Context: an optimization exercise on an open-source flow, tuned for small area, a short achievable clock period and few clock cycles. The choices shown serve that exercise and are no tape-out recipe. Function was checked by simulation only, so behaviour that the tests miss may differ from the original. Power is estimated from default activity; no workload was simulated.

==> flow/design.v (outline; a module is shown in full before it is edited, if it fits) <==
// module m3c_mul: 784 lines
// module m3c_acc: 263 lines
// module matrix3_add_mul_commutator_top: 322 lines
module matrix3_add_mul_commutator_top (
  input  logic                     clk,
  input  logic                     rst,
  input  logic                     cfg_we,
  input  logic [m3c_pkg::OP_W-1:0] cfg_wdata,
  input  logic                     cmd_valid,
  output logic                     cmd_stall,
  input  m3c_pkg::cmd_word_t       cmd_data,
  output logic                     res_valid,
  input  logic                     res_stall,
  output m3c_pkg::res_word_t       res_data
);
  // ...
==> flow/run.sh <==
#!/bin/bash
# synth_recipe.tcl (not shown) runs the flow's synth.tcl, then flattens the netlist and writes it again
# the make line also repeats each setting of config.mk as NAME=value (left out here)
make -C /OpenROAD-flow-scripts/flow DESIGN_CONFIG=/design/flow/config.mk WORK_HOME=/design/flow/orfs CLKGATE_MAP_FILE= SYNTH_SCRIPT=/design/flow/synth_recipe.tcl finish
==> flow/config.mk <==
export PLATFORM = sky130hd
export DESIGN_NAME = matrix3_add_mul_commutator_top
export DESIGN_NICKNAME = matrix3_add_mul_commutator_top
export VERILOG_FILES = /design/flow/design.v
export SDC_FILE = /design/flow/constraint.sdc
export NUM_CORES = 4
export LEC_CHECK = 0
export ABC_CLOCK_PERIOD_IN_PS = 3500
export CAP_MARGIN = 20
export CORE_MARGIN = 2
export CORE_UTILIZATION = 40
export SETUP_SLACK_MARGIN = 5
export SLEW_MARGIN = 20
==> flow/constraint.sdc <==
create_clock -name core_clock -period 9.0 [get_ports {clk}]
set_input_delay 1.8000 -clock core_clock [delete_from_list [all_inputs] [get_ports {clk}]]
set_output_delay 1.8000 -clock core_clock [all_outputs]
set_load 0.01 [all_outputs]
==> summary.txt, run 1 <==
Outcome
  – Outcome: complete, no violations

Floorplanning
  – Row count: 120
  – Core box area: ~110,000 sq um
  – I/O pins: 85

Final layout
  – Largest class: registers
  – Leading cell type in the layout, fill and taps excluded: dfxtp_1
  – Clock buffers: around 150
  – Final Non-Filler Cells: 5,226
  – Final design area excluding fillers: 49,600 sq um
  – Area occupied by multi-input gates: 20,500 sq um
  – Non-CTS buffers: 168

Setup path
  – Crit. Startpoint: mx[11]
  – Slowest stage cell on the critical path: dfxtp_2
  – CP Depth: 15
  – R2R Path End: qr1[31]
  – Worst-path cell chain: a22oi_1, xnor2_1, ha_1, inv_1, fa_1, fa_1, inv_1, fa_2, xnor2_2, xnor2_1, xnor2_1, xnor2_1, xnor2_1, xnor2_1, xnor2_1
  – Startpoint types: flop
  – Most frequent CP cell: xnor2_1
  – Worst Setup EP: qr1[31]
  – Max incr delay on CP: 0.66 ns

Synthesis
  – Synth area leaders: dfxtp_1 (40%), fa_1 (11%), edfxtp_1 (8.0%)
  – Share of flip-flops with an asynchronous set or reset: 0%
  – Yosys reg bits: 988

Power and ir drop
  – Combinational group power: 1.37 mW
  – Overall power: 11.0 mW
  – Largest Pwr Group: registers

Clock network
  – Later-pin clock latency in the skew report: 0.70 ns
  – Clk root buf: clkbuf_16
  – Clk slew on worst S/H paths: 0.06 ns
  – Clk buf depth: 3

STA
  – Hold Slack: 0.325 ns
  – Final count of hold timing violations: 0
  – Worst-Margin Slew: roughly 1.1 ns

Global route
  – GR Util met1: 26.8%
  – GRT Total Usage: 19.5%

Drt
  – Residual DRC: 0
  – Total vias in the final route: roughly 28,000
  – Wire per inst: between 20 and 25 um
  – Met1 wire length: about 50,000 um

Place
  – Pre-CTS setup slack: 3.61 ns

Min path
  – Hold Crit Start: m1i[0]
  – Hold EP: m2i[0]
Testbench counts, summed over its fixed seeds: cycles 8,938.
==> inputs of run 2 (changes only) <==
--- a/flow/design.v
+++ b/flow/design.v
@@ -39,17 +39,18 @@
 endpackage
 module m3c_mul (
   input  logic [31:0] x,
   input  logic [15:0] one,
   input  logic [15:0] two,
   input  logic [15:0] sg,
   output logic [31:0] r0,
   output logic [31:0] r1,
-  output logic [31:0] r2
+  output logic [31:0] r2,
+  output logic [31:0] r3
 );
   wire p0_0 = (one[0] & x[0]) ^ sg[0];
   wire p0_1 = ((one[0] & x[1]) | (two[0] & x[0])) ^ sg[0];
   wire p0_2 = ((one[0] & x[2]) | (two[0] & x[1])) ^ sg[0];
   wire p0_3 = ((one[0] & x[3]) | (two[0] & x[2])) ^ sg[0];
   wire p0_4 = ((one[0] & x[4]) | (two[0] & x[3])) ^ sg[0];
   wire p0_5 = ((one[0] & x[5]) | (two[0] & x[4])) ^ sg[0];
   wire p0_6 = ((one[0] & x[6]) | (two[0] & x[5])) ^ sg[0];
@@ -664,430 +665,469 @@
   wire ms344 = mc234 ^ mc236 ^ mc238;
   wire mc345 = (mc234 & mc236) | (mc238 & (mc234 ^ mc236));
   wire ms346 = ms245 ^ ms247 ^ ms249;
   wire mc347 = (ms245 & ms247) | (ms249 & (ms245 ^ ms247));
   wire ms348 = mc240 ^ mc242 ^ mc244;
   wire mc349 = (mc240 & mc242) | (mc244 & (mc240 ^ mc242));
   wire ms350 = ms251 ^ ms252 ^ ms253;
   wire ms351 = mc246 ^ mc248 ^ mc250;
-  wire ms352 = p0_4 ^ p1_2;
-  wire mc353 = p0_4 & p1_2;
-  wire ms354 = p0_5 ^ p1_3;
-  wire mc355 = p0_5 & p1_3;
-  wire ms356 = p2_2 ^ p3_0 ^ sg[3];
-  wire mc357 = (p2_2 & p3_0) | (sg[3] & (p2_2 ^ p3_0));
-  wire ms358 = p2_3 ^ p3_1 ^ ms256;
-  wire mc359 = (p2_3 & p3_1) | (ms256 & (p2_3 ^ p3_1));
-  wire ms360 = sg[4] ^ ms258 ^ ms260;
-  wire mc361 = (sg[4] & ms258) | (ms260 & (sg[4] ^ ms258));
-  wire ms362 = ms262 ^ ms264 ^ mc259;
-  wire mc363 = (ms262 & ms264) | (mc259 & (ms262 ^ ms264));
-  wire ms364 = ms266 ^ ms268 ^ mc263;
-  wire mc365 = (ms266 & ms268) | (mc263 & (ms266 ^ ms268));
-  wire ms366 = ms270 ^ ms272 ^ mc267;
-  wire mc367 = (ms270 & ms272) | (mc267 & (ms270 ^ ms272));
-  wire ms368 = ms274 ^ ms276 ^ mc271;
-  wire mc369 = (ms274 & ms276) | (mc271 & (ms274 ^ ms276));
-  wire ms370 = ms278 ^ ms280 ^ mc275;
-  wire mc371 = (ms278 & ms280) | (mc275 & (ms278 ^ ms280));
-  wire ms372 = ms282 ^ ms284 ^ mc279;
-  wire mc373 = (ms282 & ms284) | (mc279 & (ms282 ^ ms284));
-  wire ms374 = ms286 ^ ms288 ^ mc283;
-  wire mc375 = (ms286 & ms288) | (mc283 & (ms286 ^ ms288));
-  wire ms376 = ms290 ^ ms292 ^ mc287;
-  wire mc377 = (ms290 & ms292) | (mc287 & (ms290 ^ ms292));
-  wire ms378 = ms294 ^ ms296 ^ mc291;
-  wire mc379 = (ms294 & ms296) | (mc291 & (ms294 ^ ms296));
-  wire ms380 = ms298 ^ ms300 ^ mc295;
-  wire mc381 = (ms298 & ms300) | (mc295 & (ms298 ^ ms300));
-  wire ms382 = ms302 ^ ms304 ^ mc299;
-  wire mc383 = (ms302 & ms304) | (mc299 & (ms302 ^ ms304));
-  wire ms384 = ms306 ^ ms308 ^ mc303;
-  wire mc385 = (ms306 & ms308) | (mc303 & (ms306 ^ ms308));
-  wire ms386 = ms310 ^ ms312 ^ mc307;
-  wire mc387 = (ms310 & ms312) | (mc307 & (ms310 ^ ms312));
-  wire ms388 = ms314 ^ ms316 ^ mc311;
-  wire mc389 = (ms314 & ms316) | (mc311 & (ms314 ^ ms316));
-  wire ms390 = ms318 ^ ms320 ^ mc315;
-  wire mc391 = (ms318 & ms320) | (mc315 & (ms318 ^ ms320));
-  wire ms392 = ms322 ^ ms324 ^ mc319;
-  wire mc393 = (ms322 & ms324) | (mc319 & (ms322 ^ ms324));
-  wire ms394 = ms326 ^ ms328 ^ mc323;
-  wire mc395 = (ms326 & ms328) | (mc323 & (ms326 ^ ms328));
-  wire ms396 = ms330 ^ ms332 ^ mc327;
-  wire mc397 = (ms330 & ms332) | (mc327 & (ms330 ^ ms332));
-  wire ms398 = ms334 ^ ms336 ^ mc331;
-  wire mc399 = (ms334 & ms336) | (mc331 & (ms334 ^ ms336));
-  wire ms400 = ms338 ^ ms340 ^ mc335;
-  wire mc401 = (ms338 & ms340) | (mc335 & (ms338 ^ ms340));
-  wire ms402 = ms342 ^ ms344 ^ mc339;
-  wire mc403 = (ms342 & ms344) | (mc339 & (ms342 ^ ms344));
-  wire ms404 = ms346 ^ ms348 ^ mc343;
-  wire mc405 = (ms346 & ms348) | (mc343 & (ms346 ^ ms348));
-  wire ms406 = ms350 ^ ms351 ^ mc347;
   assign r0[0] = p0_0;
   assign r1[0] = sg[0];
   assign r2[0] = 1'b0;
+  assign r3[0] = 1'b0;
   assign r0[1] = p0_1;
   assign r1[1] = 1'b0;
   assign r2[1] = 1'b0;
+  assign r3[1] = 1'b0;
   assign r0[2] = p0_2;
   assign r1[2] = p1_0;
   assign r2[2] = sg[1];
+  assign r3[2] = 1'b0;
   assign r0[3] = p0_3;
   assign r1[3] = p1_1;
   assign r2[3] = 1'b0;
-  assign r0[4] = p2_0;
-  assign r1[4] = sg[2];
-  assign r2[4] = ms352;
-  assign r0[5] = p2_1;
-  assign r1[5] = ms354;
-  assign r2[5] = mc353;
-  assign r0[6] = ms254;
-  assign r1[6] = ms356;
-  assign r2[6] = mc355;
-  assign r0[7] = mc255;
-  assign r1[7] = ms358;
-  assign r2[7] = mc357;
-  assign r0[8] = mc257;
-  assign r1[8] = ms360;
-  assign r2[8] = mc359;
-  assign r0[9] = mc261;
-  assign r1[9] = ms362;
-  assign r2[9] = mc361;
-  assign r0[10] = mc265;
-  assign r1[10] = ms364;
-  assign r2[10] = mc363;
-  assign r0[11] = mc269;
-  assign r1[11] = ms366;
-  assign r2[11] = mc365;
-  assign r0[12] = mc273;
-  assign r1[12] = ms368;
-  assign r2[12] = mc367;
-  assign r0[13] = mc277;
-  assign r1[13] = ms370;
-  assign r2[13] = mc369;
-  assign r0[14] = mc281;
-  assign r1[14] = ms372;
-  assign r2[14] = mc371;
-  assign r0[15] = mc285;
-  assign r1[15] = ms374;
-  assign r2[15] = mc373;
-  assign r0[16] = mc289;
-  assign r1[16] = ms376;
-  assign r2[16] = mc375;
-  assign r0[17] = mc293;
-  assign r1[17] = ms378;
-  assign r2[17] = mc377;
-  assign r0[18] = mc297;
-  assign r1[18] = ms380;
-  assign r2[18] = mc379;
-  assign r0[19] = mc301;
-  assign r1[19] = ms382;
-  assign r2[19] = mc381;
-  assign r0[20] = mc305;
-  assign r1[20] = ms384;
-  assign r2[20] = mc383;
-  assign r0[21] = mc309;
-  assign r1[21] = ms386;
-  assign r2[21] = mc385;
-  assign r0[22] = mc313;
-  assign r1[22] = ms388;
-  assign r2[22] = mc387;
-  assign r0[23] = mc317;
-  assign r1[23] = ms390;
-  assign r2[23] = mc389;
-  assign r0[24] = mc321;
-  assign r1[24] = ms392;
-  assign r2[24] = mc391;
-  assign r0[25] = mc325;
-  assign r1[25] = ms394;
-  assign r2[25] = mc393;
-  assign r0[26] = mc329;
-  assign r1[26] = ms396;
-  assign r2[26] = mc395;
-  assign r0[27] = mc333;
-  assign r1[27] = ms398;
-  assign r2[27] = mc397;
-  assign r0[28] = mc337;
-  assign r1[28] = ms400;
-  assign r2[28] = mc399;
-  assign r0[29] = mc341;
-  assign r1[29] = ms402;
-  assign r2[29] = mc401;
-  assign r0[30] = mc345;
-  assign r1[30] = ms404;
-  assign r2[30] = mc403;
-  assign r0[31] = mc349;
-  assign r1[31] = ms406;
-  assign r2[31] = mc405;
+  assign r3[3] = 1'b0;
+  assign r0[4] = p0_4;
+  assign r1[4] = p1_2;
+  assign r2[4] = p2_0;
+  assign r3[4] = sg[2];
+  assign r0[5] = p0_5;
+  assign r1[5] = p1_3;
+  assign r2[5] = p2_1;
+  assign r3[5] = 1'b0;
+  assign r0[6] = p2_2;
+  assign r1[6] = p3_0;
+  assign r2[6] = sg[3];
+  assign r3[6] = ms254;
+  assign r0[7] = p2_3;
+  assign r1[7] = p3_1;
+  assign r2[7] = ms256;
+  assign r3[7] = mc255;
+  assign r0[8] = sg[4];
+  assign r1[8] = ms258;
+  assign r2[8] = ms260;
+  assign r3[8] = mc257;
+  assign r0[9] = ms262;
+  assign r1[9] = ms264;
+  assign r2[9] = mc259;
+  assign r3[9] = mc261;
+  assign r0[10] = ms266;
+  assign r1[10] = ms268;
+  assign r2[10] = mc263;
+  assign r3[10] = mc265;
+  assign r0[11] = ms270;
+  assign r1[11] = ms272;
+  assign r2[11] = mc267;
+  assign r3[11] = mc269;
+  assign r0[12] = ms274;
+  assign r1[12] = ms276;
+  assign r2[12] = mc271;
+  assign r3[12] = mc273;
+  assign r0[13] = ms278;
+  assign r1[13] = ms280;
+  assign r2[13] = mc275;
+  assign r3[13] = mc277;
+  assign r0[14] = ms282;
+  assign r1[14] = ms284;
+  assign r2[14] = mc279;
+  assign r3[14] = mc281;
+  assign r0[15] = ms286;
+  assign r1[15] = ms288;
+  assign r2[15] = mc283;
+  assign r3[15] = mc285;
+  assign r0[16] = ms290;
+  assign r1[16] = ms292;
+  assign r2[16] = mc287;
+  assign r3[16] = mc289;
+  assign r0[17] = ms294;
+  assign r1[17] = ms296;
+  assign r2[17] = mc291;
+  assign r3[17] = mc293;
+  assign r0[18] = ms298;
+  assign r1[18] = ms300;
+  assign r2[18] = mc295;
+  assign r3[18] = mc297;
+  assign r0[19] = ms302;
+  assign r1[19] = ms304;
+  assign r2[19] = mc299;
+  assign r3[19] = mc301;
+  assign r0[20] = ms306;
+  assign r1[20] = ms308;
+  assign r2[20] = mc303;
+  assign r3[20] = mc305;
+  assign r0[21] = ms310;
+  assign r1[21] = ms312;
+  assign r2[21] = mc307;
+  assign r3[21] = mc309;
+  assign r0[22] = ms314;
+  assign r1[22] = ms316;
+  assign r2[22] = mc311;
+  assign r3[22] = mc313;
+  assign r0[23] = ms318;
+  assign r1[23] = ms320;
+  assign r2[23] = mc315;
+  assign r3[23] = mc317;
+  assign r0[24] = ms322;
+  assign r1[24] = ms324;
+  assign r2[24] = mc319;
+  assign r3[24] = mc321;
+  assign r0[25] = ms326;
+  assign r1[25] = ms328;
+  assign r2[25] = mc323;
+  assign r3[25] = mc325;
+  assign r0[26] = ms330;
+  assign r1[26] = ms332;
+  assign r2[26] = mc327;
+  assign r3[26] = mc329;
+  assign r0[27] = ms334;
+  assign r1[27] = ms336;
+  assign r2[27] = mc331;
+  assign r3[27] = mc333;
+  assign r0[28] = ms338;
+  assign r1[28] = ms340;
+  assign r2[28] = mc335;
+  assign r3[28] = mc337;
+  assign r0[29] = ms342;
+  assign r1[29] = ms344;
+  assign r2[29] = mc339;
+  assign r3[29] = mc341;
+  assign r0[30] = ms346;
+  assign r1[30] = ms348;
+  assign r2[30] = mc343;
+  assign r3[30] = mc345;
+  assign r0[31] = ms350;
+  assign r1[31] = ms351;
+  assign r2[31] = mc347;
+  assign r3[31] = mc349;
 endmodule
 module m3c_acc (
   input  logic [31:0] r0,
   input  logic [31:0] r1,
   input  logic [31:0] r2,
+  input  logic [31:0] r3,
   input  logic [31:0] as,
   input  logic [31:0] ac,
   output logic [31:0] s,
   output logic [31:0] c
 );
-  wire as1 = r0[0] ^ r1[0];
-  wire ac2 = r0[0] & r1[0];
+  wire as1 = r0[0] ^ r1[0] ^ r2[0];
+  wire ac2 = (r0[0] & r1[0]) | (r2[0] & (r0[0] ^ r1[0]));
   wire as3 = r0[1] ^ r1[1] ^ r2[1];
   wire ac4 = (r0[1] & r1[1]) | (r2[1] & (r0[1] ^ r1[1]));
-  wire as5 = r0[2] ^ r1[2] ^ r2[2];
-  wire ac6 = (r0[2] & r1[2]) | (r2[2] & (r0[2] ^ r1[2]));
-  wire as7 = r0[3] ^ r1[3] ^ r2[3];
-  wire ac8 = (r0[3] & r1[3]) | (r2[3] & (r0[3] ^ r1[3]));
-  wire as9 = r0[4] ^ r1[4] ^ r2[4];
-  wire ac10 = (r0[4] & r1[4]) | (r2[4] & (r0[4] ^ r1[4]));
-  wire as11 = r0[5] ^ r1[5] ^ r2[5];
-  wire ac12 = (r0[5] & r1[5]) | (r2[5] & (r0[5] ^ r1[5]));
-  wire as13 = r0[6] ^ r1[6] ^ r2[6];
-  wire ac14 = (r0[6] & r1[6]) | (r2[6] & (r0[6] ^ r1[6]));
-  wire as15 = r0[7] ^ r1[7] ^ r2[7];
-  wire ac16 = (r0[7] & r1[7]) | (r2[7] & (r0[7] ^ r1[7]));
-  wire as17 = r0[8] ^ r1[8] ^ r2[8];
-  wire ac18 = (r0[8] & r1[8]) | (r2[8] & (r0[8] ^ r1[8]));
-  wire as19 = r0[9] ^ r1[9] ^ r2[9];
-  wire ac20 = (r0[9] & r1[9]) | (r2[9] & (r0[9] ^ r1[9]));
-  wire as21 = r0[10] ^ r1[10] ^ r2[10];
-  wire ac22 = (r0[10] & r1[10]) | (r2[10] & (r0[10] ^ r1[10]));
-  wire as23 = r0[11] ^ r1[11] ^ r2[11];
-  wire ac24 = (r0[11] & r1[11]) | (r2[11] & (r0[11] ^ r1[11]));
-  wire as25 = r0[12] ^ r1[12] ^ r2[12];
-  wire ac26 = (r0[12] & r1[12]) | (r2[12] & (r0[12] ^ r1[12]));
-  wire as27 = r0[13] ^ r1[13] ^ r2[13];
-  wire ac28 = (r0[13] & r1[13]) | (r2[13] & (r0[13] ^ r1[13]));
-  wire as29 = r0[14] ^ r1[14] ^ r2[14];
-  wire ac30 = (r0[14] & r1[14]) | (r2[14] & (r0[14] ^ r1[14]));
-  wire as31 = r0[15] ^ r1[15] ^ r2[15];
-  wire ac32 = (r0[15] & r1[15]) | (r2[15] & (r0[15] ^ r1[15]));
-  wire as33 = r0[16] ^ r1[16] ^ r2[16];
-  wire ac34 = (r0[16] & r1[16]) | (r2[16] & (r0[16] ^ r1[16]));
-  wire as35 = r0[17] ^ r1[17] ^ r2[17];
-  wire ac36 = (r0[17] & r1[17]) | (r2[17] & (r0[17] ^ r1[17]));
-  wire as37 = r0[18] ^ r1[18] ^ r2[18];
-  wire ac38 = (r0[18] & r1[18]) | (r2[18] & (r0[18] ^ r1[18]));
-  wire as39 = r0[19] ^ r1[19] ^ r2[19];
-  wire ac40 = (r0[19] & r1[19]) | (r2[19] & (r0[19] ^ r1[19]));
-  wire as41 = r0[20] ^ r1[20] ^ r2[20];
-  wire ac42 = (r0[20] & r1[20]) | (r2[20] & (r0[20] ^ r1[20]));
-  wire as43 = r0[21] ^ r1[21] ^ r2[21];
-  wire ac44 = (r0[21] & r1[21]) | (r2[21] & (r0[21] ^ r1[21]));
-  wire as45 = r0[22] ^ r1[22] ^ r2[22];
-  wire ac46 = (r0[22] & r1[22]) | (r2[22] & (r0[22] ^ r1[22]));
-  wire as47 = r0[23] ^ r1[23] ^ r2[23];
-  wire ac48 = (r0[23] & r1[23]) | (r2[23] & (r0[23] ^ r1[23]));
-  wire as49 = r0[24] ^ r1[24] ^ r2[24];
-  wire ac50 = (r0[24] & r1[24]) | (r2[24] & (r0[24] ^ r1[24]));
-  wire as51 = r0[25] ^ r1[25] ^ r2[25];
-  wire ac52 = (r0[25] & r1[25]) | (r2[25] & (r0[25] ^ r1[25]));
-  wire as53 = r0[26] ^ r1[26] ^ r2[26];
-  wire ac54 = (r0[26] & r1[26]) | (r2[26] & (r0[26] ^ r1[26]));
-  wire as55 = r0[27] ^ r1[27] ^ r2[27];
-  wire ac56 = (r0[27] & r1[27]) | (r2[27] & (r0[27] ^ r1[27]));
-  wire as57 = r0[28] ^ r1[28] ^ r2[28];
-  wire ac58 = (r0[28] & r1[28]) | (r2[28] & (r0[28] ^ r1[28]));
-  wire as59 = r0[29] ^ r1[29] ^ r2[29];
-  wire ac60 = (r0[29] & r1[29]) | (r2[29] & (r0[29] ^ r1[29]));
-  wire as61 = r0[30] ^ r1[30] ^ r2[30];
-  wire ac62 = (r0[30] & r1[30]) | (r2[30] & (r0[30] ^ r1[30]));
-  wire as63 = r0[31] ^ r1[31] ^ r2[31];
-  wire as64 = r2[0] ^ as[0];
-  wire ac65 = r2[0] & as[0];
-  wire as66 = as[1] ^ ac[1] ^ as3;
-  wire ac67 = (as[1] & ac[1]) | (as3 & (as[1] ^ ac[1]));
-  wire as68 = as[2] ^ ac[2] ^ as5;
-  wire ac69 = (as[2] & ac[2]) | (as5 & (as[2] ^ ac[2]));
-  wire as70 = as[3] ^ ac[3] ^ as7;
-  wire ac71 = (as[3] & ac[3]) | (as7 & (as[3] ^ ac[3]));
-  wire as72 = as[4] ^ ac[4] ^ as9;
-  wire ac73 = (as[4] & ac[4]) | (as9 & (as[4] ^ ac[4]));
-  wire as74 = as[5] ^ ac[5] ^ as11;
-  wire ac75 = (as[5] & ac[5]) | (as11 & (as[5] ^ ac[5]));
-  wire as76 = as[6] ^ ac[6] ^ as13;
-  wire ac77 = (as[6] & ac[6]) | (as13 & (as[6] ^ ac[6]));
-  wire as78 = as[7] ^ ac[7] ^ as15;
-  wire ac79 = (as[7] & ac[7]) | (as15 & (as[7] ^ ac[7]));
-  wire as80 = as[8] ^ ac[8] ^ as17;
-  wire ac81 = (as[8] & ac[8]) | (as17 & (as[8] ^ ac[8]));
-  wire as82 = as[9] ^ ac[9] ^ as19;
-  wire ac83 = (as[9] & ac[9]) | (as19 & (as[9] ^ ac[9]));
-  wire as84 = as[10] ^ ac[10] ^ as21;
-  wire ac85 = (as[10] & ac[10]) | (as21 & (as[10] ^ ac[10]));
-  wire as86 = as[11] ^ ac[11] ^ as23;
-  wire ac87 = (as[11] & ac[11]) | (as23 & (as[11] ^ ac[11]));
-  wire as88 = as[12] ^ ac[12] ^ as25;
-  wire ac89 = (as[12] & ac[12]) | (as25 & (as[12] ^ ac[12]));
-  wire as90 = as[13] ^ ac[13] ^ as27;
-  wire ac91 = (as[13] & ac[13]) | (as27 & (as[13] ^ ac[13]));
-  wire as92 = as[14] ^ ac[14] ^ as29;
-  wire ac93 = (as[14] & ac[14]) | (as29 & (as[14] ^ ac[14]));
-  wire as94 = as[15] ^ ac[15] ^ as31;
-  wire ac95 = (as[15] & ac[15]) | (as31 & (as[15] ^ ac[15]));
-  wire as96 = as[16] ^ ac[16] ^ as33;
-  wire ac97 = (as[16] & ac[16]) | (as33 & (as[16] ^ ac[16]));
-  wire as98 = as[17] ^ ac[17] ^ as35;
-  wire ac99 = (as[17] & ac[17]) | (as35 & (as[17] ^ ac[17]));
-  wire as100 = as[18] ^ ac[18] ^ as37;
-  wire ac101 = (as[18] & ac[18]) | (as37 & (as[18] ^ ac[18]));
-  wire as102 = as[19] ^ ac[19] ^ as39;
-  wire ac103 = (as[19] & ac[19]) | (as39 & (as[19] ^ ac[19]));
-  wire as104 = as[20] ^ ac[20] ^ as41;
-  wire ac105 = (as[20] & ac[20]) | (as41 & (as[20] ^ ac[20]));
-  wire as106 = as[21] ^ ac[21] ^ as43;
-  wire ac107 = (as[21] & ac[21]) | (as43 & (as[21] ^ ac[21]));
-  wire as108 = as[22] ^ ac[22] ^ as45;
-  wire ac109 = (as[22] & ac[22]) | (as45 & (as[22] ^ ac[22]));
-  wire as110 = as[23] ^ ac[23] ^ as47;
-  wire ac111 = (as[23] & ac[23]) | (as47 & (as[23] ^ ac[23]));
-  wire as112 = as[24] ^ ac[24] ^ as49;
-  wire ac113 = (as[24] & ac[24]) | (as49 & (as[24] ^ ac[24]));
-  wire as114 = as[25] ^ ac[25] ^ as51;
-  wire ac115 = (as[25] & ac[25]) | (as51 & (as[25] ^ ac[25]));
-  wire as116 = as[26] ^ ac[26] ^ as53;
-  wire ac117 = (as[26] & ac[26]) | (as53 & (as[26] ^ ac[26]));
-  wire as118 = as[27] ^ ac[27] ^ as55;
-  wire ac119 = (as[27] & ac[27]) | (as55 & (as[27] ^ ac[27]));
-  wire as120 = as[28] ^ ac[28] ^ as57;
-  wire ac121 = (as[28] & ac[28]) | (as57 & (as[28] ^ ac[28]));
-  wire as122 = as[29] ^ ac[29] ^ as59;
-  wire ac123 = (as[29] & ac[29]) | (as59 & (as[29] ^ ac[29]));
-  wire as124 = as[30] ^ ac[30] ^ as61;
-  wire ac125 = (as[30] & ac[30]) | (as61 & (as[30] ^ ac[30]));
-  wire as126 = as[31] ^ ac[31] ^ as63;
-  wire as127 = ac[0] ^ as1;
-  wire ac128 = ac[0] & as1;
-  wire as129 = ac2 ^ as66 ^ ac65;
-  wire ac130 = (ac2 & as66) | (ac65 & (ac2 ^ as66));
-  wire as131 = ac4 ^ as68 ^ ac67;
-  wire ac132 = (ac4 & as68) | (ac67 & (ac4 ^ as68));
-  wire as133 = ac6 ^ as70 ^ ac69;
-  wire ac134 = (ac6 & as70) | (ac69 & (ac6 ^ as70));
-  wire as135 = ac8 ^ as72 ^ ac71;
-  wire ac136 = (ac8 & as72) | (ac71 & (ac8 ^ as72));
-  wire as137 = ac10 ^ as74 ^ ac73;
-  wire ac138 = (ac10 & as74) | (ac73 & (ac10 ^ as74));
-  wire as139 = ac12 ^ as76 ^ ac75;
-  wire ac140 = (ac12 & as76) | (ac75 & (ac12 ^ as76));
-  wire as141 = ac14 ^ as78 ^ ac77;
-  wire ac142 = (ac14 & as78) | (ac77 & (ac14 ^ as78));
-  wire as143 = ac16 ^ as80 ^ ac79;
-  wire ac144 = (ac16 & as80) | (ac79 & (ac16 ^ as80));
-  wire as145 = ac18 ^ as82 ^ ac81;
-  wire ac146 = (ac18 & as82) | (ac81 & (ac18 ^ as82));
-  wire as147 = ac20 ^ as84 ^ ac83;
-  wire ac148 = (ac20 & as84) | (ac83 & (ac20 ^ as84));
-  wire as149 = ac22 ^ as86 ^ ac85;
-  wire ac150 = (ac22 & as86) | (ac85 & (ac22 ^ as86));
-  wire as151 = ac24 ^ as88 ^ ac87;
-  wire ac152 = (ac24 & as88) | (ac87 & (ac24 ^ as88));
-  wire as153 = ac26 ^ as90 ^ ac89;
-  wire ac154 = (ac26 & as90) | (ac89 & (ac26 ^ as90));
-  wire as155 = ac28 ^ as92 ^ ac91;
-  wire ac156 = (ac28 & as92) | (ac91 & (ac28 ^ as92));
-  wire as157 = ac30 ^ as94 ^ ac93;
-  wire ac158 = (ac30 & as94) | (ac93 & (ac30 ^ as94));
-  wire as159 = ac32 ^ as96 ^ ac95;
-  wire ac160 = (ac32 & as96) | (ac95 & (ac32 ^ as96));
-  wire as161 = ac34 ^ as98 ^ ac97;
-  wire ac162 = (ac34 & as98) | (ac97 & (ac34 ^ as98));
-  wire as163 = ac36 ^ as100 ^ ac99;
-  wire ac164 = (ac36 & as100) | (ac99 & (ac36 ^ as100));
-  wire as165 = ac38 ^ as102 ^ ac101;
-  wire ac166 = (ac38 & as102) | (ac101 & (ac38 ^ as102));
-  wire as167 = ac40 ^ as104 ^ ac103;
-  wire ac168 = (ac40 & as104) | (ac103 & (ac40 ^ as104));
-  wire as169 = ac42 ^ as106 ^ ac105;
-  wire ac170 = (ac42 & as106) | (ac105 & (ac42 ^ as106));
-  wire as171 = ac44 ^ as108 ^ ac107;
-  wire ac172 = (ac44 & as108) | (ac107 & (ac44 ^ as108));
-  wire as173 = ac46 ^ as110 ^ ac109;
-  wire ac174 = (ac46 & as110) | (ac109 & (ac46 ^ as110));
-  wire as175 = ac48 ^ as112 ^ ac111;
-  wire ac176 = (ac48 & as112) | (ac111 & (ac48 ^ as112));
-  wire as177 = ac50 ^ as114 ^ ac113;
-  wire ac178 = (ac50 & as114) | (ac113 & (ac50 ^ as114));
-  wire as179 = ac52 ^ as116 ^ ac115;
-  wire ac180 = (ac52 & as116) | (ac115 & (ac52 ^ as116));
-  wire as181 = ac54 ^ as118 ^ ac117;
-  wire ac182 = (ac54 & as118) | (ac117 & (ac54 ^ as118));
-  wire as183 = ac56 ^ as120 ^ ac119;
-  wire ac184 = (ac56 & as120) | (ac119 & (ac56 ^ as120));
-  wire as185 = ac58 ^ as122 ^ ac121;
-  wire ac186 = (ac58 & as122) | (ac121 & (ac58 ^ as122));
-  wire as187 = ac60 ^ as124 ^ ac123;
-  wire ac188 = (ac60 & as124) | (ac123 & (ac60 ^ as124));
-  wire as189 = ac62 ^ as126 ^ ac125;
-  assign s[0] = as64;
-  assign c[0] = as127;
-  assign s[1] = as129;
-  assign c[1] = ac128;
-  assign s[2] = as131;
-  assign c[2] = ac130;
-  assign s[3] = as133;
-  assign c[3] = ac132;
-  assign s[4] = as135;
-  assign c[4] = ac134;
-  assign s[5] = as137;
-  assign c[5] = ac136;
-  assign s[6] = as139;
-  assign c[6] = ac138;
-  assign s[7] = as141;
-  assign c[7] = ac140;
-  assign s[8] = as143;
-  assign c[8] = ac142;
-  assign s[9] = as145;
-  assign c[9] = ac144;
-  assign s[10] = as147;
-  assign c[10] = ac146;
-  assign s[11] = as149;
-  assign c[11] = ac148;
-  assign s[12] = as151;
-  assign c[12] = ac150;
-  assign s[13] = as153;
-  assign c[13] = ac152;
-  assign s[14] = as155;
-  assign c[14] = ac154;
-  assign s[15] = as157;
-  assign c[15] = ac156;
-  assign s[16] = as159;
-  assign c[16] = ac158;
-  assign s[17] = as161;
-  assign c[17] = ac160;
-  assign s[18] = as163;
-  assign c[18] = ac162;
-  assign s[19] = as165;
-  assign c[19] = ac164;
-  assign s[20] = as167;
-  assign c[20] = ac166;
-  assign s[21] = as169;
-  assign c[21] = ac168;
-  assign s[22] = as171;
-  assign c[22] = ac170;
-  assign s[23] = as173;
-  assign c[23] = ac172;
-  assign s[24] = as175;
-  assign c[24] = ac174;
-  assign s[25] = as177;
-  assign c[25] = ac176;
-  assign s[26] = as179;
-  assign c[26] = ac178;
-  assign s[27] = as181;
-  assign c[27] = ac180;
-  assign s[28] = as183;
-  assign c[28] = ac182;
-  assign s[29] = as185;
-  assign c[29] = ac184;
-  assign s[30] = as187;
-  assign c[30] = ac186;
-  assign s[31] = as189;
-  assign c[31] = ac188;
+  wire as5 = r3[1] ^ as[1];
+  wire ac6 = r3[1] & as[1];
+  wire as7 = r0[2] ^ r1[2] ^ r2[2];
+  wire ac8 = (r0[2] & r1[2]) | (r2[2] & (r0[2] ^ r1[2]));
+  wire as9 = r3[2] ^ as[2] ^ ac[2];
+  wire ac10 = (r3[2] & as[2]) | (ac[2] & (r3[2] ^ as[2]));
+  wire as11 = r0[3] ^ r1[3] ^ r2[3];
+  wire ac12 = (r0[3] & r1[3]) | (r2[3] & (r0[3] ^ r1[3]));
+  wire as13 = r3[3] ^ as[3] ^ ac[3];
+  wire ac14 = (r3[3] & as[3]) | (ac[3] & (r3[3] ^ as[3]));
+  wire as15 = r0[4] ^ r1[4] ^ r2[4];
+  wire ac16 = (r0[4] & r1[4]) | (r2[4] & (r0[4] ^ r1[4]));
+  wire as17 = r3[4] ^ as[4] ^ ac[4];
+  wire ac18 = (r3[4] & as[4]) | (ac[4] & (r3[4] ^ as[4]));
+  wire as19 = r0[5] ^ r1[5] ^ r2[5];
+  wire ac20 = (r0[5] & r1[5]) | (r2[5] & (r0[5] ^ r1[5]));
+  wire as21 = r3[5] ^ as[5] ^ ac[5];
+  wire ac22 = (r3[5] & as[5]) | (ac[5] & (r3[5] ^ as[5]));
+  wire as23 = r0[6] ^ r1[6] ^ r2[6];
+  wire ac24 = (r0[6] & r1[6]) | (r2[6] & (r0[6] ^ r1[6]));
+  wire as25 = r3[6] ^ as[6] ^ ac[6];
+  wire ac26 = (r3[6] & as[6]) | (ac[6] & (r3[6] ^ as[6]));
+  wire as27 = r0[7] ^ r1[7] ^ r2[7];
+  wire ac28 = (r0[7] & r1[7]) | (r2[7] & (r0[7] ^ r1[7]));
+  wire as29 = r3[7] ^ as[7] ^ ac[7];
+  wire ac30 = (r3[7] & as[7]) | (ac[7] & (r3[7] ^ as[7]));
+  wire as31 = r0[8] ^ r1[8] ^ r2[8];
+  wire ac32 = (r0[8] & r1[8]) | (r2[8] & (r0[8] ^ r1[8]));
+  wire as33 = r3[8] ^ as[8] ^ ac[8];
+  wire ac34 = (r3[8] & as[8]) | (ac[8] & (r3[8] ^ as[8]));
+  wire as35 = r0[9] ^ r1[9] ^ r2[9];
+  wire ac36 = (r0[9] & r1[9]) | (r2[9] & (r0[9] ^ r1[9]));
+  wire as37 = r3[9] ^ as[9] ^ ac[9];
+  wire ac38 = (r3[9] & as[9]) | (ac[9] & (r3[9] ^ as[9]));
+  wire as39 = r0[10] ^ r1[10] ^ r2[10];
+  wire ac40 = (r0[10] & r1[10]) | (r2[10] & (r0[10] ^ r1[10]));
+  wire as41 = r3[10] ^ as[10] ^ ac[10];
+  wire ac42 = (r3[10] & as[10]) | (ac[10] & (r3[10] ^ as[10]));
+  wire as43 = r0[11] ^ r1[11] ^ r2[11];
+  wire ac44 = (r0[11] & r1[11]) | (r2[11] & (r0[11] ^ r1[11]));
+  wire as45 = r3[11] ^ as[11] ^ ac[11];
+  wire ac46 = (r3[11] & as[11]) | (ac[11] & (r3[11] ^ as[11]));
+  wire as47 = r0[12] ^ r1[12] ^ r2[12];
+  wire ac48 = (r0[12] & r1[12]) | (r2[12] & (r0[12] ^ r1[12]));
+  wire as49 = r3[12] ^ as[12] ^ ac[12];
+  wire ac50 = (r3[12] & as[12]) | (ac[12] & (r3[12] ^ as[12]));
+  wire as51 = r0[13] ^ r1[13] ^ r2[13];
+  wire ac52 = (r0[13] & r1[13]) | (r2[13] & (r0[13] ^ r1[13]));
+  wire as53 = r3[13] ^ as[13] ^ ac[13];
+  wire ac54 = (r3[13] & as[13]) | (ac[13] & (r3[13] ^ as[13]));
+  wire as55 = r0[14] ^ r1[14] ^ r2[14];
+  wire ac56 = (r0[14] & r1[14]) | (r2[14] & (r0[14] ^ r1[14]));
+  wire as57 = r3[14] ^ as[14] ^ ac[14];
+  wire ac58 = (r3[14] & as[14]) | (ac[14] & (r3[14] ^ as[14]));
+  wire as59 = r0[15] ^ r1[15] ^ r2[15];
+  wire ac60 = (r0[15] & r1[15]) | (r2[15] & (r0[15] ^ r1[15]));
+  wire as61 = r3[15] ^ as[15] ^ ac[15];
+  wire ac62 = (r3[15] & as[15]) | (ac[15] & (r3[15] ^ as[15]));
+  wire as63 = r0[16] ^ r1[16] ^ r2[16];
+  wire ac64 = (r0[16] & r1[16]) | (r2[16] & (r0[16] ^ r1[16]));
+  wire as65 = r3[16] ^ as[16] ^ ac[16];
+  wire ac66 = (r3[16] & as[16]) | (ac[16] & (r3[16] ^ as[16]));
+  wire as67 = r0[17] ^ r1[17] ^ r2[17];
+  wire ac68 = (r0[17] & r1[17]) | (r2[17] & (r0[17] ^ r1[17]));
+  wire as69 = r3[17] ^ as[17] ^ ac[17];
+  wire ac70 = (r3[17] & as[17]) | (ac[17] & (r3[17] ^ as[17]));
+  wire as71 = r0[18] ^ r1[18] ^ r2[18];
+  wire ac72 = (r0[18] & r1[18]) | (r2[18] & (r0[18] ^ r1[18]));
+  wire as73 = r3[18] ^ as[18] ^ ac[18];
+  wire ac74 = (r3[18] & as[18]) | (ac[18] & (r3[18] ^ as[18]));
+  wire as75 = r0[19] ^ r1[19] ^ r2[19];
+  wire ac76 = (r0[19] & r1[19]) | (r2[19] & (r0[19] ^ r1[19]));
+  wire as77 = r3[19] ^ as[19] ^ ac[19];
+  wire ac78 = (r3[19] & as[19]) | (ac[19] & (r3[19] ^ as[19]));
+  wire as79 = r0[20] ^ r1[20] ^ r2[20];
+  wire ac80 = (r0[20] & r1[20]) | (r2[20] & (r0[20] ^ r1[20]));
+  wire as81 = r3[20] ^ as[20] ^ ac[20];
+  wire ac82 = (r3[20] & as[20]) | (ac[20] & (r3[20] ^ as[20]));
+  wire as83 = r0[21] ^ r1[21] ^ r2[21];
+  wire ac84 = (r0[21] & r1[21]) | (r2[21] & (r0[21] ^ r1[21]));
+  wire as85 = r3[21] ^ as[21] ^ ac[21];
+  wire ac86 = (r3[21] & as[21]) | (ac[21] & (r3[21] ^ as[21]));
+  wire as87 = r0[22] ^ r1[22] ^ r2[22];
+  wire ac88 = (r0[22] & r1[22]) | (r2[22] & (r0[22] ^ r1[22]));
+  wire as89 = r3[22] ^ as[22] ^ ac[22];
+  wire ac90 = (r3[22] & as[22]) | (ac[22] & (r3[22] ^ as[22]));
+  wire as91 = r0[23] ^ r1[23] ^ r2[23];
+  wire ac92 = (r0[23] & r1[23]) | (r2[23] & (r0[23] ^ r1[23]));
+  wire as93 = r3[23] ^ as[23] ^ ac[23];
+  wire ac94 = (r3[23] & as[23]) | (ac[23] & (r3[23] ^ as[23]));
+  wire as95 = r0[24] ^ r1[24] ^ r2[24];
+  wire ac96 = (r0[24] & r1[24]) | (r2[24] & (r0[24] ^ r1[24]));
+  wire as97 = r3[24] ^ as[24] ^ ac[24];
+  wire ac98 = (r3[24] & as[24]) | (ac[24] & (r3[24] ^ as[24]));
+  wire as99 = r0[25] ^ r1[25] ^ r2[25];
+  wire ac100 = (r0[25] & r1[25]) | (r2[25] & (r0[25] ^ r1[25]));
+  wire as101 = r3[25] ^ as[25] ^ ac[25];
+  wire ac102 = (r3[25] & as[25]) | (ac[25] & (r3[25] ^ as[25]));
+  wire as103 = r0[26] ^ r1[26] ^ r2[26];
+  wire ac104 = (r0[26] & r1[26]) | (r2[26] & (r0[26] ^ r1[26]));
+  wire as105 = r3[26] ^ as[26] ^ ac[26];
+  wire ac106 = (r3[26] & as[26]) | (ac[26] & (r3[26] ^ as[26]));
+  wire as107 = r0[27] ^ r1[27] ^ r2[27];
+  wire ac108 = (r0[27] & r1[27]) | (r2[27] & (r0[27] ^ r1[27]));
+  wire as109 = r3[27] ^ as[27] ^ ac[27];
+  wire ac110 = (r3[27] & as[27]) | (ac[27] & (r3[27] ^ as[27]));
+  wire as111 = r0[28] ^ r1[28] ^ r2[28];
+  wire ac112 = (r0[28] & r1[28]) | (r2[28] & (r0[28] ^ r1[28]));
+  wire as113 = r3[28] ^ as[28] ^ ac[28];
+  wire ac114 = (r3[28] & as[28]) | (ac[28] & (r3[28] ^ as[28]));
+  wire as115 = r0[29] ^ r1[29] ^ r2[29];
+  wire ac116 = (r0[29] & r1[29]) | (r2[29] & (r0[29] ^ r1[29]));
+  wire as117 = r3[29] ^ as[29] ^ ac[29];
+  wire ac118 = (r3[29] & as[29]) | (ac[29] & (r3[29] ^ as[29]));
+  wire as119 = r0[30] ^ r1[30] ^ r2[30];
+  wire ac120 = (r0[30] & r1[30]) | (r2[30] & (r0[30] ^ r1[30]));
+  wire as121 = r3[30] ^ as[30] ^ ac[30];
+  wire ac122 = (r3[30] & as[30]) | (ac[30] & (r3[30] ^ as[30]));
+  wire as123 = r0[31] ^ r1[31] ^ r2[31];
+  wire as124 = r3[31] ^ as[31] ^ ac[31];
+  wire as125 = r3[0] ^ as[0];
+  wire ac126 = r3[0] & as[0];
+  wire as127 = ac[1] ^ as3 ^ as5;
+  wire ac128 = (ac[1] & as3) | (as5 & (ac[1] ^ as3));
+  wire as129 = as7 ^ as9 ^ ac4;
+  wire ac130 = (as7 & as9) | (ac4 & (as7 ^ as9));
+  wire as131 = as11 ^ as13 ^ ac8;
+  wire ac132 = (as11 & as13) | (ac8 & (as11 ^ as13));
+  wire as133 = as15 ^ as17 ^ ac12;
+  wire ac134 = (as15 & as17) | (ac12 & (as15 ^ as17));
+  wire as135 = as19 ^ as21 ^ ac16;
+  wire ac136 = (as19 & as21) | (ac16 & (as19 ^ as21));
+  wire as137 = as23 ^ as25 ^ ac20;
+  wire ac138 = (as23 & as25) | (ac20 & (as23 ^ as25));
+  wire as139 = as27 ^ as29 ^ ac24;
+  wire ac140 = (as27 & as29) | (ac24 & (as27 ^ as29));
+  wire as141 = as31 ^ as33 ^ ac28;
+  wire ac142 = (as31 & as33) | (ac28 & (as31 ^ as33));
+  wire as143 = as35 ^ as37 ^ ac32;
+  wire ac144 = (as35 & as37) | (ac32 & (as35 ^ as37));
+  wire as145 = as39 ^ as41 ^ ac36;
+  wire ac146 = (as39 & as41) | (ac36 & (as39 ^ as41));
+  wire as147 = as43 ^ as45 ^ ac40;
+  wire ac148 = (as43 & as45) | (ac40 & (as43 ^ as45));
+  wire as149 = as47 ^ as49 ^ ac44;
+  wire ac150 = (as47 & as49) | (ac44 & (as47 ^ as49));
+  wire as151 = as51 ^ as53 ^ ac48;
+  wire ac152 = (as51 & as53) | (ac48 & (as51 ^ as53));
+  wire as153 = as55 ^ as57 ^ ac52;
+  wire ac154 = (as55 & as57) | (ac52 & (as55 ^ as57));
+  wire as155 = as59 ^ as61 ^ ac56;
+  wire ac156 = (as59 & as61) | (ac56 & (as59 ^ as61));
+  wire as157 = as63 ^ as65 ^ ac60;
+  wire ac158 = (as63 & as65) | (ac60 & (as63 ^ as65));
+  wire as159 = as67 ^ as69 ^ ac64;
+  wire ac160 = (as67 & as69) | (ac64 & (as67 ^ as69));
+  wire as161 = as71 ^ as73 ^ ac68;
+  wire ac162 = (as71 & as73) | (ac68 & (as71 ^ as73));
+  wire as163 = as75 ^ as77 ^ ac72;
+  wire ac164 = (as75 & as77) | (ac72 & (as75 ^ as77));
+  wire as165 = as79 ^ as81 ^ ac76;
+  wire ac166 = (as79 & as81) | (ac76 & (as79 ^ as81));
+  wire as167 = as83 ^ as85 ^ ac80;
+  wire ac168 = (as83 & as85) | (ac80 & (as83 ^ as85));
+  wire as169 = as87 ^ as89 ^ ac84;
+  wire ac170 = (as87 & as89) | (ac84 & (as87 ^ as89));
+  wire as171 = as91 ^ as93 ^ ac88;
+  wire ac172 = (as91 & as93) | (ac88 & (as91 ^ as93));
+  wire as173 = as95 ^ as97 ^ ac92;
+  wire ac174 = (as95 & as97) | (ac92 & (as95 ^ as97));
+  wire as175 = as99 ^ as101 ^ ac96;
+  wire ac176 = (as99 & as101) | (ac96 & (as99 ^ as101));
+  wire as177 = as103 ^ as105 ^ ac100;
+  wire ac178 = (as103 & as105) | (ac100 & (as103 ^ as105));
+  wire as179 = as107 ^ as109 ^ ac104;
+  wire ac180 = (as107 & as109) | (ac104 & (as107 ^ as109));
+  wire as181 = as111 ^ as113 ^ ac108;
+  wire ac182 = (as111 & as113) | (ac108 & (as111 ^ as113));
+  wire as183 = as115 ^ as117 ^ ac112;
+  wire ac184 = (as115 & as117) | (ac112 & (as115 ^ as117));
+  wire as185 = as119 ^ as121 ^ ac116;
+  wire ac186 = (as119 & as121) | (ac116 & (as119 ^ as121));
+  wire as187 = as123 ^ as124 ^ ac120;
+  wire as188 = ac[0] ^ as1;
+  wire ac189 = ac[0] & as1;
+  wire as190 = ac2 ^ as127 ^ ac126;
+  wire ac191 = (ac2 & as127) | (ac126 & (ac2 ^ as127));
+  wire as192 = ac6 ^ as129 ^ ac128;
+  wire ac193 = (ac6 & as129) | (ac128 & (ac6 ^ as129));
+  wire as194 = ac10 ^ as131 ^ ac130;
+  wire ac195 = (ac10 & as131) | (ac130 & (ac10 ^ as131));
+  wire as196 = ac14 ^ as133 ^ ac132;
+  wire ac197 = (ac14 & as133) | (ac132 & (ac14 ^ as133));
+  wire as198 = ac18 ^ as135 ^ ac134;
+  wire ac199 = (ac18 & as135) | (ac134 & (ac18 ^ as135));
+  wire as200 = ac22 ^ as137 ^ ac136;
+  wire ac201 = (ac22 & as137) | (ac136 & (ac22 ^ as137));
+  wire as202 = ac26 ^ as139 ^ ac138;
+  wire ac203 = (ac26 & as139) | (ac138 & (ac26 ^ as139));
+  wire as204 = ac30 ^ as141 ^ ac140;
+  wire ac205 = (ac30 & as141) | (ac140 & (ac30 ^ as141));
+  wire as206 = ac34 ^ as143 ^ ac142;
+  wire ac207 = (ac34 & as143) | (ac142 & (ac34 ^ as143));
+  wire as208 = ac38 ^ as145 ^ ac144;
+  wire ac209 = (ac38 & as145) | (ac144 & (ac38 ^ as145));
+  wire as210 = ac42 ^ as147 ^ ac146;
+  wire ac211 = (ac42 & as147) | (ac146 & (ac42 ^ as147));
+  wire as212 = ac46 ^ as149 ^ ac148;
+  wire ac213 = (ac46 & as149) | (ac148 & (ac46 ^ as149));
+  wire as214 = ac50 ^ as151 ^ ac150;
+  wire ac215 = (ac50 & as151) | (ac150 & (ac50 ^ as151));
+  wire as216 = ac54 ^ as153 ^ ac152;
+  wire ac217 = (ac54 & as153) | (ac152 & (ac54 ^ as153));
+  wire as218 = ac58 ^ as155 ^ ac154;
+  wire ac219 = (ac58 & as155) | (ac154 & (ac58 ^ as155));
+  wire as220 = ac62 ^ as157 ^ ac156;
+  wire ac221 = (ac62 & as157) | (ac156 & (ac62 ^ as157));
+  wire as222 = ac66 ^ as159 ^ ac158;
+  wire ac223 = (ac66 & as159) | (ac158 & (ac66 ^ as159));
+  wire as224 = ac70 ^ as161 ^ ac160;
+  wire ac225 = (ac70 & as161) | (ac160 & (ac70 ^ as161));
+  wire as226 = ac74 ^ as163 ^ ac162;
+  wire ac227 = (ac74 & as163) | (ac162 & (ac74 ^ as163));
+  wire as228 = ac78 ^ as165 ^ ac164;
+  wire ac229 = (ac78 & as165) | (ac164 & (ac78 ^ as165));
+  wire as230 = ac82 ^ as167 ^ ac166;
+  wire ac231 = (ac82 & as167) | (ac166 & (ac82 ^ as167));
+  wire as232 = ac86 ^ as169 ^ ac168;
+  wire ac233 = (ac86 & as169) | (ac168 & (ac86 ^ as169));
+  wire as234 = ac90 ^ as171 ^ ac170;
+  wire ac235 = (ac90 & as171) | (ac170 & (ac90 ^ as171));
+  wire as236 = ac94 ^ as173 ^ ac172;
+  wire ac237 = (ac94 & as173) | (ac172 & (ac94 ^ as173));
+  wire as238 = ac98 ^ as175 ^ ac174;
+  wire ac239 = (ac98 & as175) | (ac174 & (ac98 ^ as175));
+  wire as240 = ac102 ^ as177 ^ ac176;
+  wire ac241 = (ac102 & as177) | (ac176 & (ac102 ^ as177));
+  wire as242 = ac106 ^ as179 ^ ac178;
+  wire ac243 = (ac106 & as179) | (ac178 & (ac106 ^ as179));
+  wire as244 = ac110 ^ as181 ^ ac180;
+  wire ac245 = (ac110 & as181) | (ac180 & (ac110 ^ as181));
+  wire as246 = ac114 ^ as183 ^ ac182;
+  wire ac247 = (ac114 & as183) | (ac182 & (ac114 ^ as183));
+  wire as248 = ac118 ^ as185 ^ ac184;
+  wire ac249 = (ac118 & as185) | (ac184 & (ac118 ^ as185));
+  wire as250 = ac122 ^ as187 ^ ac186;
+  assign s[0] = as125;
+  assign c[0] = as188;
+  assign s[1] = as190;
+  assign c[1] = ac189;
+  assign s[2] = as192;
+  assign c[2] = ac191;
+  assign s[3] = as194;
+  assign c[3] = ac193;
+  assign s[4] = as196;
+  assign c[4] = ac195;
+  assign s[5] = as198;
+  assign c[5] = ac197;
+  assign s[6] = as200;
+  assign c[6] = ac199;
+  assign s[7] = as202;
+  assign c[7] = ac201;
+  assign s[8] = as204;
+  assign c[8] = ac203;
+  assign s[9] = as206;
+  assign c[9] = ac205;
+  assign s[10] = as208;
+  assign c[10] = ac207;
+  assign s[11] = as210;
+  assign c[11] = ac209;
+  assign s[12] = as212;
+  assign c[12] = ac211;
+  assign s[13] = as214;
+  assign c[13] = ac213;
+  assign s[14] = as216;
+  assign c[14] = ac215;
+  assign s[15] = as218;
+  assign c[15] = ac217;
+  assign s[16] = as220;
+  assign c[16] = ac219;
+  assign s[17] = as222;
+  assign c[17] = ac221;
+  assign s[18] = as224;
+  assign c[18] = ac223;
+  assign s[19] = as226;
+  assign c[19] = ac225;
+  assign s[20] = as228;
+  assign c[20] = ac227;
+  assign s[21] = as230;
+  assign c[21] = ac229;
+  assign s[22] = as232;
+  assign c[22] = ac231;
+  assign s[23] = as234;
+  assign c[23] = ac233;
+  assign s[24] = as236;
+  assign c[24] = ac235;
+  assign s[25] = as238;
+  assign c[25] = ac237;
+  assign s[26] = as240;
+  assign c[26] = ac239;
+  assign s[27] = as242;
+  assign c[27] = ac241;
+  assign s[28] = as244;
+  assign c[28] = ac243;
+  assign s[29] = as246;
+  assign c[29] = ac245;
+  assign s[30] = as248;
+  assign c[30] = ac247;
+  assign s[31] = as250;
+  assign c[31] = ac249;
 endmodule
 module matrix3_add_mul_commutator_top (
   input  logic                     clk,
   input  logic                     rst,
   input  logic                     cfg_we,
   input  logic [m3c_pkg::OP_W-1:0] cfg_wdata,
   input  logic                     cmd_valid,
   output logic                     cmd_stall,
@@ -1134,50 +1174,47 @@
   logic [1:0]  ib_kind, ib_row, ib_col;
   logic [31:0] ib_val;
   logic is_load_ib, is_comp_ib;
   assign is_comp_ib = (ib_kind == 2'd2);
   assign is_load_ib = !ib_kind[1] && (ib_row != 2'd3) && (ib_col != 2'd3);
   logic ib_go, consume, start, seq_free;
   assign consume = ib_go;
   assign start = ib_go && is_comp_ib;
-  logic acc_new;
-  assign acc_new = cmd_valid && !cmd_stall;
   logic comp_next;
   logic [63:0] predv;
   assign comp_next = !start && seq_free;
   always_comb begin
     for (int kd = 0; kd < 4; kd++)
       for (int r = 0; r < 4; r++)
         for (int c = 0; c < 4; c++) begin
           if (kd == 2) predv[kd*16 + r*4 + c] = comp_next;
           else if (kd == 3 || r == 3 || c == 3) predv[kd*16 + r*4 + c] = 1'b1;
           else predv[kd*16 + r*4 + c] = (ph_next == 2'(c)) && !start &&
               !(act && (cur <= last_use(1'(kd), 2'(r), 2'(c), op_ew, op_ab, op_ba)));
         end
   end
-  logic pred_new, pred_old, ib_keep, w_valid, w_pred;
+  logic pred_new, pred_old, w_valid, w_pred;
   assign pred_new = predv[{cmd_data.kind, cmd_data.row, cmd_data.col}];
   assign pred_old = predv[{ib_kind, ib_row, ib_col}];
-  assign ib_keep = ib_valid && !consume;
-  assign w_valid = acc_new || ib_keep;
-  assign w_pred = acc_new ? pred_new : pred_old;
+  assign w_valid = cmd_stall ? ib_valid : cmd_valid;
+  assign w_pred = cmd_stall ? pred_old : pred_new;
   always_ff @(posedge clk) begin
     if (rst) begin
       ib_valid <= 1'b0;
       ib_go <= 1'b0;
       cmd_stall <= 1'b0;
     end else begin
       ib_valid <= w_valid;
       ib_go <= w_valid && w_pred;
       cmd_stall <= w_valid && !w_pred;
     end
   end
   always_ff @(posedge clk) begin
-    if (acc_new) begin
+    if (!cmd_stall) begin
       ib_kind <= cmd_data.kind;
       ib_row <= cmd_data.row;
       ib_col <= cmd_data.col;
       ib_val <= cmd_data.value;
     end
   end
   logic [31:0] ra [0:8];
   logic [31:0] rb [0:8];
@@ -1345,36 +1382,39 @@
       m2first <= 1'b0;
     end else begin
       m1last <= adv && tc.last;
       m1first <= adv && tc.first;
       m2last <= m1last;
       m2first <= m1first;
     end
   end
-  logic [31:0] pr0, pr1, pr2, qr0, qr1, qr2;
+  logic [31:0] pr0, pr1, pr2, pr3, qr0, qr1, qr2, qr3;
   m3c_mul u_mul (
     .x   (mx),
     .one (mone),
     .two (mtwo),
     .sg  (msg),
     .r0  (pr0),
     .r1  (pr1),
-    .r2  (pr2)
+    .r2  (pr2),
+    .r3  (pr3)
   );
   always_ff @(posedge clk) begin
     qr0 <= pr0;
     qr1 <= pr1;
     qr2 <= pr2;
+    qr3 <= pr3;
   end
   logic [31:0] acc_s, acc_c, ns, nc;
   m3c_acc u_acc (
     .r0 (qr0),
     .r1 (qr1),
     .r2 (qr2),
+    .r3 (qr3),
     .as (m2first ? 32'd0 : acc_s),
     .ac (m2first ? 32'd0 : acc_c),
     .s  (ns),
     .c  (nc)
   );
   always_ff @(posedge clk) begin
     acc_s <= ns;
     acc_c <= nc;
@@ -1398,11 +1438,11 @@
         sk_valid <= sk_valid || pend;
       end
     end
     if (m2last) begin
       pi <= m2i;
       pj <= m2j;
     end
     if (out_ready) res_data <= sk_valid ? sk : rw;
-    if (pend && (sk_valid == out_ready)) sk <= rw;
+    if (pend && (res_stall ? (res_valid && !sk_valid) : sk_valid)) sk <= rw;
   end
 endmodule
==> run 2 against run 1 <==
Still clean on timing, DRC and antenna. Synthesized cell count grew 1.5%. Non-clock buffer count shrank 23. Sequential power grew 1%. Total power shrank 1.4%. Via count grew 0.45%. Register-to-register slack gained 0.31 ns. Die area grew 1.9%. Sequential share of layout area grew 0.80 points. Utilization shrank 0.73 points. Clock skew shrank 0.0038 ns.
==> summary.txt, run 2 <==
Outcome
  – Outcome: complete, no violations

Setup path
  – Crit path max-delay family: flip-flops
  – Max incr delay on CP: 0.68 ns (+0.02 ns)
  – FF-to-FF setup slack: 5.30 ns
  – Crit Path Max Fanout: 13
  – Worst EP arrival: 2.01 ns
  – Setup CP Type: reg -> out
  – Startpoint types: flop
  – Worst reg-to-reg path cell count: 13
  – WP data required: 7.20 ns
  – Worst-path cell chain: clkdlybuf4s50_1
  – CP Buf/Inv Count: 1
  – R2R Path End: ib_go
  – Critical Path Sink Type: primary output
  – Slowest stage cell on the critical path: dfxtp_1
  – R2r startpoint: operation[1]

Drt
  – Highest metal used: met4
  – Met1 wire length: 50,900 um (+2.0%)
  – Total vias in the final route: 28,246 (+0.45%)
  – Routed length on met2: 51,000 um
  – Residual DRC: 0 (unchanged)
  – Wire per inst: 20.9 um (-0.35%)
  – Final ANT Viol Nets: 0
  – Initial drt markers: around 2,300
  – First-pass iteration count of the detailed router: 7
  – Total wire length: approximately 110,000 um
  – Via density: 5.30
  – WL met3: 6650 um

STA
  – Fin crit share: a little over two fifths
  – Minimum clock period: about 3.8 ns
  – Slack of the critical path: between 5 and 6 ns
  – Max Fclk: 0.262 GHz
  – Layout Skew: 0.0382 ns
  – Slew headroom: roughly an eighth
  – Slew Limit Fails: 0
  – RSZ-0062 raised after global routing: false
  – Worst-Margin Slew: 1.32 ns (+0.235 ns)
  – Hold Slack: 0.317 ns (-0.00780 ns)
  – Final count of hold timing violations: 0 (unchanged)
  – Setup violators final: 0
  – Sum Neg Setup Slack: 0 ns

Final layout
  – NumNets Final: a little over 4,000
  – Area grow syn2layout: 12.6%
  – Final Non-Filler Cells: 5,325 (+1.9%)
  – Share of layout cells above drive strength 1: between 10% and 20%
  – Final core utilization: 45.5%
  – Leading cell type in the layout, fill and taps excluded: dfxtp_1
  – Commonest non-fill, non-tap cells in the layout: dfxtp_1 (892), a22oi_1 (364), inv_1 (307), fa_1 (248), mux2_2 (217)
  – Inserted Diodes: 0
  – Largest regs: ra x288, rb x288

Clock network
  – Clk buf depth: 3 (unchanged)
  – Clk slew on worst S/H paths: 0.06 ns (about the same)
  – H-tree depth: 3
  – Later-pin clock latency in the skew report: 0.69 ns (about the same)
  – Clk root buf: clkbuf_16
  – Post-CTS Hold Buffers: 0
  – CTS tree: yes
  – Total CTS buffers: around 100
  – Post-CTS sizing: 0
  – Setup Buffers After CTS: 0
  – Num Clock Sinks: ~1,000

Global route
  – Vias in the first global route: 28,852
  – Initial antenna violation count: 0
  – GRT Total Usage: 19.6% (+0.092 points)
  – Grt total ovfl: 0
  – Pin count of the biggest net entering global routing: 63
  – First-pass GRT wire length: 172,000 um

Floorplanning
  – Die X: 336 um
  – Die area: around 110,000 sq um
  – I/O pins: 85 (unchanged)
  – Row count: 121 (+0.83%)
  – Core box area: 109,000 sq um (+1.8%)
  – Initial core utilization: 40.5%
  – Die height: 336 um

Min path
  – Hold EP: m2i[1]
  – Hold Crit Start: m1i[1]
  – Hold WC Path Type: reg -> reg
  – Worst hold path depth: 0

Synthesis
  – Synth top area share: 40.8%
  – Count leader, synth: dfxtp_1
  – Yosys reg bits: 1,015 (+2.7%)
  – Syn Nets: 4,159
  – Sequential area share after synthesis: 48.6%
  – Synth area leaders: dfxtp_1 (41%), fa_1 (11%), edfxtp_1 (7.9%)
  – Top post-synthesis cells by count: dfxtp_1 (899), a22oi_1 (364), inv_1 (308)
  – Primary FF master, synth: dfxtp_1
  – Syn Std Cell Area: about 44,000 sq um
  – Post-synthesis cell count: 3,776
  – Post-synth EDFFs: 116
  – Yosys Warn Count: 3
  – Library cells used by synthesis: 91
  – Avg Cell Area, Syn: 11.7 sq um
  – Share of flip-flops with an asynchronous set or reset: 0% (unchanged)
  – Largest area contributor in the netlist: dfxtp_1

Place
  – Pre-CTS setup slack: 4.75 ns (+1.14 ns)
  – HPWL Detailed: 71,600 um
  – Placed cell count: 5,133
  – Buffers on Ports: 84
  – Placer congestion estimate: 0.881

Flow run
  – Max cap viols: 0

Power and ir drop
  – Leakage power: 19.5 nW
  – Power per Cell Area: 218 nW/um^2
  – Peak VDD IR: 194 uV
run 2: cell type report:
cell class	instances	area (sq um)
fillers	10070	59500
flip-flops and latches	1015	21500
multi-input cells	2188	20500
clock buffers	150	2950
well taps	1476	1850
repair buffers	145	1300
inverters	310	1160
clock inverters	41	457
run 2: metal layers:
layer / vias to the layer above / GRT usage (%)
li1: 13091 / -
met1: 13993 / 27.0
met2: 959 / 31.6
met3: 203 / 3.00
met4: 0 / 6.09
met5: - / 0
run 2: worst max-delay path by stage:
stage / start / to / slack, ns / depth (start not counted)
finish: cmd_stall / cmd_stall / 5.19 / 1
global route: operation[1] / ib_go / 5.04 / 14
CTS: cmd_stall / cmd_stall / 5.14 / 1
global placement: res_stall / sk[17] / 4.76 / 6
floorplan: res_stall / sk[0] / 5.36 / 4
detailed placement: res_stall / sk[17] / 4.75 / 6
run 2: worst register-to-register path: cells and delay by family (launching register included):
family / cells / cell delay, ns
AOI/OAI and AO/OA: 6 / 1.22
DFF: 1 / 0.41
buffers and inverters: 3 / 0.62
adders and majority gates: 2 / 0.92
and+or+nand+nor: 2 / 0.44
run 2: kinds of logic after synthesis:
kind of cell | count (synthesis) | synth area share, %
multiplexers | 268 | 6.78
XOR/XNOR | 367 | 7.30
flip-flops | 1015 | 48.6
adder cells (fa/ha/maj) | 337 | 13.8
AND/OR/NAND/NOR | 468 | 5.30
AO/OA/AOI/OAI | 748 | 13.2
buffers and inverters | 573 | 4.97
run 2: where the power goes:
group	total (mW)	internal, mW	switching [mW]
registers	5.27	5.01	0.262
clock network	4.24	2.43	1.81
logic	1.32	0.578	0.742
total	10.8	8.02	2.81
run 2: stage by stage:
stage	area [sq um]	power (mW)
CTS	49700	11.0
detailed placement	46300	6.69
floorplan	44200	6.15
global placement	46300	6.68
finish	49700	10.8
global route	49700	11.3
Testbench counts of run 2, summed over its fixed seeds: cycles 8,938.

-- afterwards: timing with drivers on the ports --
Ports are ideal in the flow. The routed layouts listed here were re-timed in OpenROAD. Step 1 sets driving cells, clkbuf_16 on the clock port and buf_2 on the other inputs (assumed; they add their load-dependent delay and slew). Step 2 also shifts input and output timing later by t, the mid clock arrival at the registers, as if the neighbouring blocks saw the same clock. Three values: ideal ports, drivers, drivers and shift; two values: the first two.
run	shift t [ns]	slack for setup (ns)	worst setup path after step 2
run 1	0.756	4.986 / 4.986 / 4.429	input to register
run 2	0.740	5.188 / 5.120 / 4.756	input to register
After both steps every run listed still meets setup and hold. The setup slack of run 1, which loses most, moves by 0.000 ns with the drivers and by -0.557 ns with both steps.
